Source: an optimization exercise on an open RTL-to-GDS flow (aim: small area and a short achievable clock period). Production flows keep margins and buffers that such runs may drop.
RTL that was checked went through simulation tests only; none was proved equivalent to the original.
Power and IR drop assume default switching activity.

// csr_unit
module csr_unit (
  input  logic        clk_i,
  input  logic        rst_ni,
  input  logic        req_valid_i,
  output logic        req_ready_o,
  input  logic [1:0]  req_op_i,
  input  logic [11:0] req_addr_i,
  input  logic [31:0] req_wdata_i,
  output logic        rsp_valid_o,
  input  logic        rsp_ready_i,
  output logic [31:0] rsp_rdata_o,
  output logic        rsp_illegal_o,
  input  logic        trap_valid_i,
  input  logic [31:0] trap_cause_i,
  input  logic [31:0] trap_epc_i,
  input  logic [31:0] trap_tval_i,
  input  logic        mret_valid_i,
  input  logic        retire_i,
  output logic [31:0] mtvec_o,
  output logic [31:0] mepc_o,
  output logic        mstatus_mie_o
);
Size in the first run: ~340 flip-flops, ~0.016 sq mm of cells after synthesis.
export LEC_CHECK = 0
export CAP_MARGIN = 20
export CORE_MARGIN = 2
export CORE_UTILIZATION = 40
export SLEW_MARGIN = 20
create_clock -name core_clock -period 3.5 [get_ports {clk_i}]
run.sh (not shown) runs the stock make flow with config.mk's settings and CLKGATE_MAP_FILE= SYNTH_SCRIPT=/design/flow/synth_recipe.tcl, a recipe that flattens the netlist after the stock synthesis.
Change:
==> flow/flow/run.sh (new file) <==
#!/bin/bash
cp standard.sh std_copy.log
export BUFFER_PORTS_ARGS="-buffer_cell sky130_fd_sc_hd__buf_1"
bash standard.sh > standard_flow.log 2>&1
==> flow/standard.sh (new file) <==
#!/bin/bash
# synth_recipe.tcl (not shown) runs the flow's synth.tcl, then flattens the netlist and writes it again
# the make line also repeats each setting of config.mk as NAME=value (left out here)
make -C /OpenROAD-flow-scripts/flow DESIGN_CONFIG=/design/flow/config.mk WORK_HOME=/design/flow/orfs CLKGATE_MAP_FILE= SYNTH_SCRIPT=/design/flow/synth_recipe.tcl "${@:-finish}"
removed: flow/run.sh
Effect:
- register-to-register slack gets worse by 0.26 ns
- synthesized cell count is unchanged
- total power decreases by a few percent
- core utilization decreases by 4.0 points
- count of clock-buffer cells in the layout decreases by 3
- sequential share of layout area increases by 3.8 points
- sequential cell count does not change
- non-clock buffer count decreases by 4
Function was not checked in any run of this note: the RTL went through the layout flow alone.

== main ==
csr_unit, a different RTL version from the one above (not shown whole).
Size in the first run: roughly 1,800 cells after synthesis, about 340 flip-flops, about 250 I/O pins, about 17,000 um2 of cells after synthesis.
export LEC_CHECK = 0
export CAP_MARGIN = 20
export CORE_MARGIN = 2
export CORE_UTILIZATION = 40
export CTS_BUF_LIST = sky130_fd_sc_hd__clkbuf_4
export SETUP_SLACK_MARGIN = 1.5
export SLEW_MARGIN = 20
create_clock -name core_clock -period 3.5 [get_ports {clk_i}]
standard.sh (not shown) runs the stock make flow with config.mk's settings and CLKGATE_MAP_FILE= SYNTH_SCRIPT=/design/flow/synth_recipe.tcl, a recipe that flattens the netlist after the stock synthesis.
==> flow/flow/run.sh <==
#!/bin/bash
cp standard.sh std_copy.log
export BUFFER_PORTS_ARGS="-buffer_cell sky130_fd_sc_hd__buf_1"
bash standard.sh > standard_flow.log 2>&1
main reached the final stage; the timing, DRC and antenna checks on its layout passed.
Inputs modified between main and the feature branch:
-- flow/config.mk --
<<< main, line 11
export CTS_BUF_LIST = sky130_fd_sc_hd__clkbuf_4
export SETUP_SLACK_MARGIN = 1.5
>>> the feature branch, line 11
export SETUP_SLACK_MARGIN = 1.4
The final layout from the feature branch, which completed every stage, passed the timing, DRC and antenna checks at the end of the flow.
Delta (the feature branch minus main): maximum frequency increased 9.9%, total stage count of the critical path went up.
Worst hold slack: the feature branch > main

csr_unit, a different RTL version from the one above (not shown whole).
Size: ~2000 cells after synthesis, about 340 flip-flops.
==> flow/config.mk <==
export PLATFORM = sky130hd
export DESIGN_NAME = csr_unit
export DESIGN_NICKNAME = csr_unit
export VERILOG_FILES = /design/flow/design.v
export SDC_FILE = /design/flow/constraint.sdc
export NUM_CORES = 4
export LEC_CHECK = 0
export CAP_MARGIN = 20
export CORE_MARGIN = 2
export CORE_UTILIZATION = 40
export SETUP_SLACK_MARGIN = 1.75
export SLEW_MARGIN = 20
==> flow/constraint.sdc <==
create_clock -name core_clock -period 3.5 [get_ports {clk_i}]
set_input_delay 0.7000 -clock core_clock [delete_from_list [all_inputs] [get_ports {clk_i}]]
set_output_delay 0.7000 -clock core_clock [all_outputs]
set_load 0.01 [all_outputs]
Scripts as last shown in full above: flow/flow/run.sh
The baseline ran to the end with no violations.
Rerun with:
==> flow/flow/run.sh (replaced) <==
#!/bin/bash
cp standard.sh std_copy.log
export BUFFER_PORTS_ARGS="-buffer_cell sky130_fd_sc_hd__buf_1"
export CTS_ARGS="-sink_clustering_enable -repair_clock_nets -buf_list {sky130_fd_sc_hd__clkbuf_8 sky130_fd_sc_hd__clkbuf_16} -root_buf sky130_fd_sc_hd__clkbuf_16 -sink_clustering_buffer sky130_fd_sc_hd__clkbuf_8 -dont_use_dummy_load"
bash standard.sh > standard_flow.log 2>&1
--- a/flow/config.mk
+++ b/flow/config.mk
@@ -9,4 +9,4 @@
 export CORE_MARGIN = 2
 export CORE_UTILIZATION = 40
-export SETUP_SLACK_MARGIN = 1.75
+export SETUP_SLACK_MARGIN = 1.5
 export SLEW_MARGIN = 20
Power decreases by 14%.
Sequential share of layout area rises by 5.4 points.
Routed wire length is lower by about 10%.
Final area falls by 13%.
Hold slack degrades by 29 ps.
Area after synthesis stays the same.
Rerun with:
--- a/flow/config.mk
+++ b/flow/config.mk
@@ -8,5 +8,5 @@
 export CAP_MARGIN = 20
 export CORE_MARGIN = 2
-export CORE_UTILIZATION = 40
-export SETUP_SLACK_MARGIN = 1.5
+export CORE_UTILIZATION = 55
+export SETUP_SLACK_MARGIN = 1.6
 export SLEW_MARGIN = 20
Outcome: Synthesized area stays the same. Clock skew barely changes. Via count rises by a few percent. Die area came out lower by a quarter to a third. Total power went up slightly. Critical path depth decreases by 2.
Rerun with:
--- a/flow/config.mk
+++ b/flow/config.mk
@@ -8,5 +8,6 @@
 export CAP_MARGIN = 20
 export CORE_MARGIN = 2
-export CORE_UTILIZATION = 55
+export CORE_UTILIZATION = 40
 export SETUP_SLACK_MARGIN = 1.6
 export SLEW_MARGIN = 20
+export TNS_END_PERCENT = 20
Fmax hardly moves; routed wire length is about the same; sequential share of layout area is higher by 0.67 points; clock-buffer cell count is higher by 3; setup slack stays flat; final area is lower slightly; sequential power stays flat; die area is higher by well over a third; total power barely changes.

==> static timing again, ports no longer ideal <==
The results above use ideal ports. As a check the final layouts listed here were re-extracted and re-timed, cells and wires unchanged. Step 1 sets driving cells, clkbuf_16 on the clock port and buf_2 on the other inputs (assumed; they add their load-dependent delay and slew). Step 2 times the ports against the registers' clock, not the clock port: input delays grow and output delays shrink by t, the midpoint of the rising clock arrivals with the driver on. a / b / c = ideal / step 1 / step 2; a / b = the first two.
run	t (ns)	slack for setup (ns)	worst setup path after step 2	clock arrival spread, ns	slew at the worst register clock pin (ns)
the first run of note 1	0.604	0.624 / 0.601 / 0.432	input to register	0.014 / 0.014	0.06 / 0.06
the second run of note 1	0.593	0.446 / 0.446 / 0.446	register to register	0.015 / 0.016	0.06 / 0.06
main	0.905	1.092 / 1.037 / 0.944	input to register	0.063 / 0.063	0.07 / 0.07
the feature branch	0.619	1.309 / 1.309 / 1.072	input to register	0.025 / 0.025	0.06 / 0.06
the first run of note 3	0.607	1.431 / 1.375 / 1.209	input to register	0.013 / 0.013	0.06 / 0.06
the second run of note 3	0.599	1.481 / 1.472 / 1.143	input to register	0.030 / 0.030	0.07 / 0.07
the third run of note 3	0.571	1.521 / 1.467 / 1.204	input to register	0.030 / 0.030	0.06 / 0.06
the fourth run of note 3	0.602	1.522 / 1.492 / 1.048	input to register	0.050 / 0.050	0.06 / 0.06
After both steps every run listed still meets setup and hold. The setup slack of the fourth run of note 3, which loses most, moves by -0.030 ns with the drivers and by -0.474 ns with both steps.
